Context: an optimization exercise on an open-source flow, tuned for small area. The choices shown serve that exercise and are no tape-out recipe. Power figures rest on the tool's default switching activity, not on a simulated workload.

==> flow/design.v <==
`timescale 1ns / 1ps
package desa_pkg;
	localparam int SIZE_BITS_DEF = 32;
	localparam int CMD_W      = 4;
	localparam int NUM_W      = 32;
	localparam int TIER_W     = 2;
	localparam int STATUS_W   = 2;
	localparam int OFFSET_W   = 33;
	localparam int FREE_W     = 32;
	localparam int CFG_DATA_W = 32;
	localparam int CFG_IDX_W  = 1;
	localparam logic [CMD_W-1:0] CMD_ALLOC_PRI   = 4'd0;
	localparam logic [CMD_W-1:0] CMD_CLEAR_PRI   = 4'd1;
	localparam logic [CMD_W-1:0] CMD_FREE_FRONT  = 4'd2;
	localparam logic [CMD_W-1:0] CMD_FREE_REAR   = 4'd3;
	localparam logic [CMD_W-1:0] CMD_FREE_GLOBAL = 4'd4;
	localparam logic [CMD_W-1:0] CMD_SET_TIER    = 4'd5;
	localparam logic [CMD_W-1:0] CMD_ALLOC_CUR   = 4'd6;
	localparam logic [CMD_W-1:0] CMD_ALLOC_NEXT  = 4'd7;
	localparam logic [CMD_W-1:0] CMD_CLEAR_FRAME = 4'd8;
	localparam logic [CMD_W-1:0] CMD_SWAP        = 4'd9;
	localparam logic [TIER_W-1:0] TIER_GLOBAL = 2'd0;
	localparam logic [TIER_W-1:0] TIER_FRONT  = 2'd1;
	localparam logic [TIER_W-1:0] TIER_REAR   = 2'd2;
	localparam logic SIDE_FRONT = 1'b0;
	localparam logic SIDE_REAR  = 1'b1;
	localparam logic [STATUS_W-1:0] ST_OK      = 2'd0;
	localparam logic [STATUS_W-1:0] ST_NOSPACE = 2'd1;
	localparam logic [STATUS_W-1:0] ST_NOCFG   = 2'd2;
	localparam logic [CFG_IDX_W-1:0] REG_PRIMARY_SIZE = 1'd0;
	localparam logic [CFG_IDX_W-1:0] REG_FRAME_SIZE   = 1'd1;
	typedef struct packed {
		logic exec;     
		logic cfg_we;   
	} ctl_t;
endpackage
`timescale 1ns / 1ps
`timescale 1ns / 1ps
`timescale 1ns / 1ps
module double_ended_stack_allocator_core #(
	parameter int SIZE_BITS = desa_pkg::SIZE_BITS_DEF
) (
	input  logic                             clk,
	input  logic                             arst_n,
	input  logic                             cmd_valid,
	output logic                             cmd_ready,
	input  logic [desa_pkg::CMD_W-1:0]       cmd_command,
	input  logic [desa_pkg::NUM_W-1:0]       cmd_num_bytes,
	input  logic [desa_pkg::TIER_W-1:0]      cmd_tier,
	output logic                             res_valid,
	input  logic                             res_ready,
	output logic [desa_pkg::STATUS_W-1:0]    res_status,
	output logic [desa_pkg::OFFSET_W-1:0]    res_offset,
	output logic [desa_pkg::FREE_W-1:0]      res_primary_free,
	output logic [desa_pkg::FREE_W-1:0]      res_frame_free,
	input  logic                             cfg_valid,
	output logic                             cfg_ready,
	input  logic [desa_pkg::CFG_IDX_W-1:0]   cfg_index,
	input  logic [desa_pkg::CFG_DATA_W-1:0]  cfg_data
);
	typedef logic [31:0] w_t;
	localparam int ADD_BLK = 16;
	function automatic logic [32:0] add32(input logic [31:0] a, input logic [31:0] b,
			input logic ci);
		logic [32:0] s;
		logic [31:0] r;
		logic cb, c, pp;
		cb = ci;
		for (int lo = 0; lo < 32; lo += ADD_BLK) begin
			c = (lo == 0) ? ci : 1'b0;
			for (int i = lo; i < lo + ADD_BLK && i < 32; i++) begin
				r[i] = a[i] ^ b[i] ^ c;
				c = (a[i] & b[i]) | (c & (a[i] ^ b[i]));
			end
			if (lo == 0) begin
				for (int i = lo; i < lo + ADD_BLK && i < 32; i++) s[i] = r[i];
				cb = c;
			end else begin
				pp = 1'b1;
				for (int i = lo; i < lo + ADD_BLK && i < 32; i++) begin
					s[i] = r[i] ^ (cb & pp);
					pp = pp & r[i];
				end
				cb = c | (cb & pp);
			end
		end
		s[32] = cb;
		add32 = s;
	endfunction
	w_t   psize_q, fsize_q, global_q, front_q, rear_q, ffront_q, frear_q;
	logic [1:0] tier_q;
	logic side_q;
	logic valid_q;
	logic pnz_q, fnz_q;
	logic [1:0] st_q;
	w_t   off_q;
	logic ofr_q;
	logic exec;
	assign cmd_ready = !valid_q || res_ready;
	assign res_valid = valid_q;
	assign cfg_ready = 1'b1;
	assign exec      = cmd_valid && cmd_ready;
	always_ff @(posedge clk or negedge arst_n) begin
		if (!arst_n) valid_q <= 1'b0;
		else if (exec) valid_q <= 1'b1;
		else if (res_ready) valid_q <= 1'b0;
	end
	logic c_apri, c_clr, c_ffront, c_frear, c_fglob, c_tier, c_afrm, c_cfrm, c_swap;
	assign c_apri   = cmd_command == 4'd0;
	assign c_clr    = cmd_command == 4'd1;
	assign c_ffront = cmd_command == 4'd2;
	assign c_frear  = cmd_command == 4'd3;
	assign c_fglob  = cmd_command == 4'd4;
	assign c_tier   = cmd_command == 4'd5;
	assign c_afrm   = cmd_command[3:1] == 3'b011;
	assign c_cfrm   = cmd_command == 4'd8;
	assign c_swap   = cmd_command == 4'd9;
	logic pcfg, fcfg, cfg_nz;
	assign pcfg   = pnz_q;
	assign fcfg   = fnz_q;
	assign cfg_nz = |cfg_data;
	w_t proom, froom;
	assign proom = w_t'(add32(rear_q, ~front_q, 1'b1));
	assign froom = w_t'(add32(frear_q, ~ffront_q, 1'b1));
	assign res_primary_free = pcfg ? proom : '0;
	assign res_frame_free   = fcfg ? froom : '0;
	logic aside, t_rear, t_glob, use_rear;
	assign aside    = side_q ^ cmd_command[0];
	assign t_rear   = tier_q[1];
	assign t_glob   = ~tier_q[1] & ~tier_q[0];
	assign use_rear = c_afrm ? aside : t_rear;
	w_t room, a_in, sum;
	assign room = c_afrm ? froom : proom;
	always_comb begin
		case ({c_afrm, use_rear})
			2'b00:   a_in = front_q;
			2'b01:   a_in = ~rear_q;
			2'b10:   a_in = ffront_q;
			default: a_in = ~frear_q;
		endcase
	end
	assign sum = w_t'(add32(a_in, cmd_num_bytes, 1'b0));
	logic nospace, nocfg, alloc, ok;
	assign alloc   = c_apri | c_afrm;
	assign nocfg   = c_afrm ? ~fcfg : ~pcfg;
	assign nospace = cmd_num_bytes > room;
	assign ok      = alloc & ~nocfg & ~nospace;
	logic pri_ok, frm_ok;
	assign pri_ok = exec & c_apri & pcfg & ~nospace;
	assign frm_ok = exec & c_afrm & fcfg & ~nospace;
	always_ff @(posedge clk) begin
		if (exec) begin
			st_q  <= alloc ? {nocfg, ~nocfg & nospace} : 2'b00;
			off_q <= ok ? (use_rear ? ~sum : a_in) : '0;
			ofr_q <= ok & c_afrm & pnz_q;
		end
	end
	assign res_status = st_q;
	assign res_offset = add32(off_q, ofr_q ? psize_q : 32'd0, 1'b0);
	logic pcfg_we, fcfg_we;
	assign pcfg_we = cfg_valid & ~cfg_index[0];
	assign fcfg_we = cfg_valid &  cfg_index[0];
	w_t psize_d, fsize_d;
	assign psize_d = pcfg_we ? cfg_data : psize_q;
	assign fsize_d = fcfg_we ? cfg_data : fsize_q;
	logic p_zero, p_rear_sz, p_front_gl;
	assign p_zero     = pcfg_we | (exec & c_clr);
	assign p_rear_sz  = pcfg_we | (exec & (c_clr | c_frear | c_fglob));
	assign p_front_gl = exec & (c_ffront | c_fglob | (c_tier & cmd_tier == 2'd0));
	always_ff @(posedge clk or negedge arst_n) begin
		if (!arst_n) pnz_q <= 1'b0;
		else if (pcfg_we) pnz_q <= cfg_nz;
	end
	always_ff @(posedge clk) psize_q <= psize_d;
	always_ff @(posedge clk) begin
		if (p_zero) global_q <= '0;
		else if (pri_ok & t_glob) global_q <= sum;
		if (p_zero) front_q <= '0;
		else if (p_front_gl) front_q <= global_q;
		else if (pri_ok & ~t_rear) front_q <= sum;
		if (p_rear_sz) rear_q <= psize_d;
		else if (pri_ok & t_rear) rear_q <= ~sum;
		if (pcfg_we) tier_q <= 2'd0;
		else if (exec & c_tier & cmd_tier != 2'd3) tier_q <= cmd_tier;
	end
	logic f_front0, f_rear_sz;
	assign f_front0  = fcfg_we | (exec & (c_cfrm | (c_swap & fcfg & ~side_q)));
	assign f_rear_sz = fcfg_we | (exec & (c_cfrm | (c_swap & fcfg & side_q)));
	always_ff @(posedge clk or negedge arst_n) begin
		if (!arst_n) fnz_q <= 1'b0;
		else if (fcfg_we) fnz_q <= cfg_nz;
	end
	always_ff @(posedge clk) fsize_q <= fsize_d;
	always_ff @(posedge clk) begin
		if (f_front0) ffront_q <= '0;
		else if (frm_ok & ~aside) ffront_q <= sum;
		if (f_rear_sz) frear_q <= fsize_d;
		else if (frm_ok & aside) frear_q <= ~sum;
		if (fcfg_we) side_q <= 1'b0;
		else if (exec & c_swap & fcfg) side_q <= ~side_q;
	end
endmodule
clock: 11.0 ns
lec_check: 0
cap_margin: 20
core_margin: 2
core_utilization: 40
cts_cluster_diameter: 100
cts_cluster_size: 24
slew_margin: 20
standard.sh (not shown) runs the stock make flow with config.mk's settings and CLKGATE_MAP_FILE= SYNTH_SCRIPT=/design/flow/synth_recipe.tcl, a recipe that flattens the netlist after the stock synthesis.
==> flow/flow/run.sh <==
#!/bin/bash
# The standard layout (the standard.sh: standard synthesis, floorplan,
# power grid, placement, CTS, routing), with one change: the buffer that
# port buffering puts on every input and output port is the platform's
# smallest buffer, sky130_fd_sc_hd__buf_1, instead of the one the resizer
# picks by itself. Repair still resizes any port buffer that needs it.
set -euo pipefail
export BUFFER_PORTS_ARGS="-buffer_cell sky130_fd_sc_hd__buf_1"
bash standard.sh finish > standard.log 2>&1
Next try:
--- a/flow/design.v
+++ b/flow/design.v
@@ -57,11 +57,11 @@
 	output logic                             cfg_ready,
 	input  logic [desa_pkg::CFG_IDX_W-1:0]   cfg_index,
 	input  logic [desa_pkg::CFG_DATA_W-1:0]  cfg_data
 );
 	typedef logic [31:0] w_t;
-	localparam int ADD_BLK = 16;
+	localparam int ADD_BLK = 11;
 	function automatic logic [32:0] add32(input logic [31:0] a, input logic [31:0] b,
 			input logic ci);
 		logic [32:0] s;
 		logic [31:0] r;
 		logic cb, c, pp;
@@ -120,12 +120,12 @@
 	assign fcfg   = fnz_q;
 	assign cfg_nz = |cfg_data;
 	w_t proom, froom;
 	assign proom = w_t'(add32(rear_q, ~front_q, 1'b1));
 	assign froom = w_t'(add32(frear_q, ~ffront_q, 1'b1));
-	assign res_primary_free = pcfg ? proom : '0;
-	assign res_frame_free   = fcfg ? froom : '0;
+	assign res_primary_free = proom;
+	assign res_frame_free   = froom;
 	logic aside, t_rear, t_glob, use_rear;
 	assign aside    = side_q ^ cmd_command[0];
 	assign t_rear   = tier_q[1];
 	assign t_glob   = ~tier_q[1] & ~tier_q[0];
 	assign use_rear = c_afrm ? aside : t_rear;
@@ -150,11 +150,11 @@
 	assign frm_ok = exec & c_afrm & fcfg & ~nospace;
 	always_ff @(posedge clk) begin
 		if (exec) begin
 			st_q  <= alloc ? {nocfg, ~nocfg & nospace} : 2'b00;
 			off_q <= ok ? (use_rear ? ~sum : a_in) : '0;
-			ofr_q <= ok & c_afrm & pnz_q;
+			ofr_q <= ok & c_afrm;
 		end
 	end
 	assign res_status = st_q;
 	assign res_offset = add32(off_q, ofr_q ? psize_q : 32'd0, 1'b0);
 	logic pcfg_we, fcfg_we;
@@ -162,18 +162,22 @@
 	assign fcfg_we = cfg_valid &  cfg_index[0];
 	w_t psize_d, fsize_d;
 	assign psize_d = pcfg_we ? cfg_data : psize_q;
 	assign fsize_d = fcfg_we ? cfg_data : fsize_q;
 	logic p_zero, p_rear_sz, p_front_gl;
-	assign p_zero     = pcfg_we | (exec & c_clr);
-	assign p_rear_sz  = pcfg_we | (exec & (c_clr | c_frear | c_fglob));
+	assign p_zero     = pcfg_we | ~pnz_q | (exec & c_clr);
+	assign p_rear_sz  = pcfg_we | ~pnz_q | (exec & (c_clr | c_frear | c_fglob));
 	assign p_front_gl = exec & (c_ffront | c_fglob | (c_tier & cmd_tier == 2'd0));
 	always_ff @(posedge clk or negedge arst_n) begin
-		if (!arst_n) pnz_q <= 1'b0;
-		else if (pcfg_we) pnz_q <= cfg_nz;
-	end
-	always_ff @(posedge clk) psize_q <= psize_d;
+		if (!arst_n) begin
+			pnz_q   <= 1'b0;
+			psize_q <= '0;
+		end else begin
+			if (pcfg_we) pnz_q <= cfg_nz;
+			psize_q <= psize_d;
+		end
+	end
 	always_ff @(posedge clk) begin
 		if (p_zero) global_q <= '0;
 		else if (pri_ok & t_glob) global_q <= sum;
 		if (p_zero) front_q <= '0;
 		else if (p_front_gl) front_q <= global_q;
@@ -182,17 +186,21 @@
 		else if (pri_ok & t_rear) rear_q <= ~sum;
 		if (pcfg_we) tier_q <= 2'd0;
 		else if (exec & c_tier & cmd_tier != 2'd3) tier_q <= cmd_tier;
 	end
 	logic f_front0, f_rear_sz;
-	assign f_front0  = fcfg_we | (exec & (c_cfrm | (c_swap & fcfg & ~side_q)));
-	assign f_rear_sz = fcfg_we | (exec & (c_cfrm | (c_swap & fcfg & side_q)));
+	assign f_front0  = fcfg_we | ~fnz_q | (exec & (c_cfrm | (c_swap & fcfg & ~side_q)));
+	assign f_rear_sz = fcfg_we | ~fnz_q | (exec & (c_cfrm | (c_swap & fcfg & side_q)));
 	always_ff @(posedge clk or negedge arst_n) begin
-		if (!arst_n) fnz_q <= 1'b0;
-		else if (fcfg_we) fnz_q <= cfg_nz;
-	end
-	always_ff @(posedge clk) fsize_q <= fsize_d;
+		if (!arst_n) begin
+			fnz_q   <= 1'b0;
+			fsize_q <= '0;
+		end else begin
+			if (fcfg_we) fnz_q <= cfg_nz;
+			fsize_q <= fsize_d;
+		end
+	end
 	always_ff @(posedge clk) begin
 		if (f_front0) ffront_q <= '0;
 		else if (frm_ok & ~aside) ffront_q <= sum;
 		if (f_rear_sz) frear_q <= fsize_d;
 		else if (frm_ok & aside) frear_q <= ~sum;
=>
- non-clock buffer count went down by 42
- design area goes down by 1.7%
- sequential power is about the same
- via count came out lower by 3.0%
- synthesized area hardly moves
- routed wire length goes down by 1.1%
- worst setup slack improved by 400 ps
- die area barely changes
- hold slack is better by 20 ps
- synthesized cell count came out lower by 2.5%
No functional check of the RTL was part of any run of this note.

-- re-timing with driven ports --
In the flow no input, the clock included, has a driving cell. The finished layouts below were timed again as built, in two steps.
Step 1: set_driving_cell puts a clkbuf_16 on clk and a buf_2 on each other input, an assumption about the parent block.
Step 2 also shifts input and output timing later by t, the mid clock arrival at the registers, as if the neighbouring blocks saw the same clock.
a / b / c = no drivers / after step 1 / after step 2; a / b = the first two.
| run | shift t [ns] | setup slack, ns | worst setup path at the end | slew at the worst register clock pin (ns) | pins driven straight from the clock port |
|---|---|---|---|---|---|
| the first run | 0.553 | 0.275 / 0.220 / -0.079 | input to register | 0.11 / 0.11 | 1 |
| the second run | 0.565 | 0.676 / 0.619 / 0.853 | input to register | 0.11 / 0.11 | 1 |
With both steps, setup timing fails in the first run, where it was met with ideal ports. For the first run, which loses most, drivers alone change the setup slack by -0.055 ns; drivers and shift together by -0.354 ns.
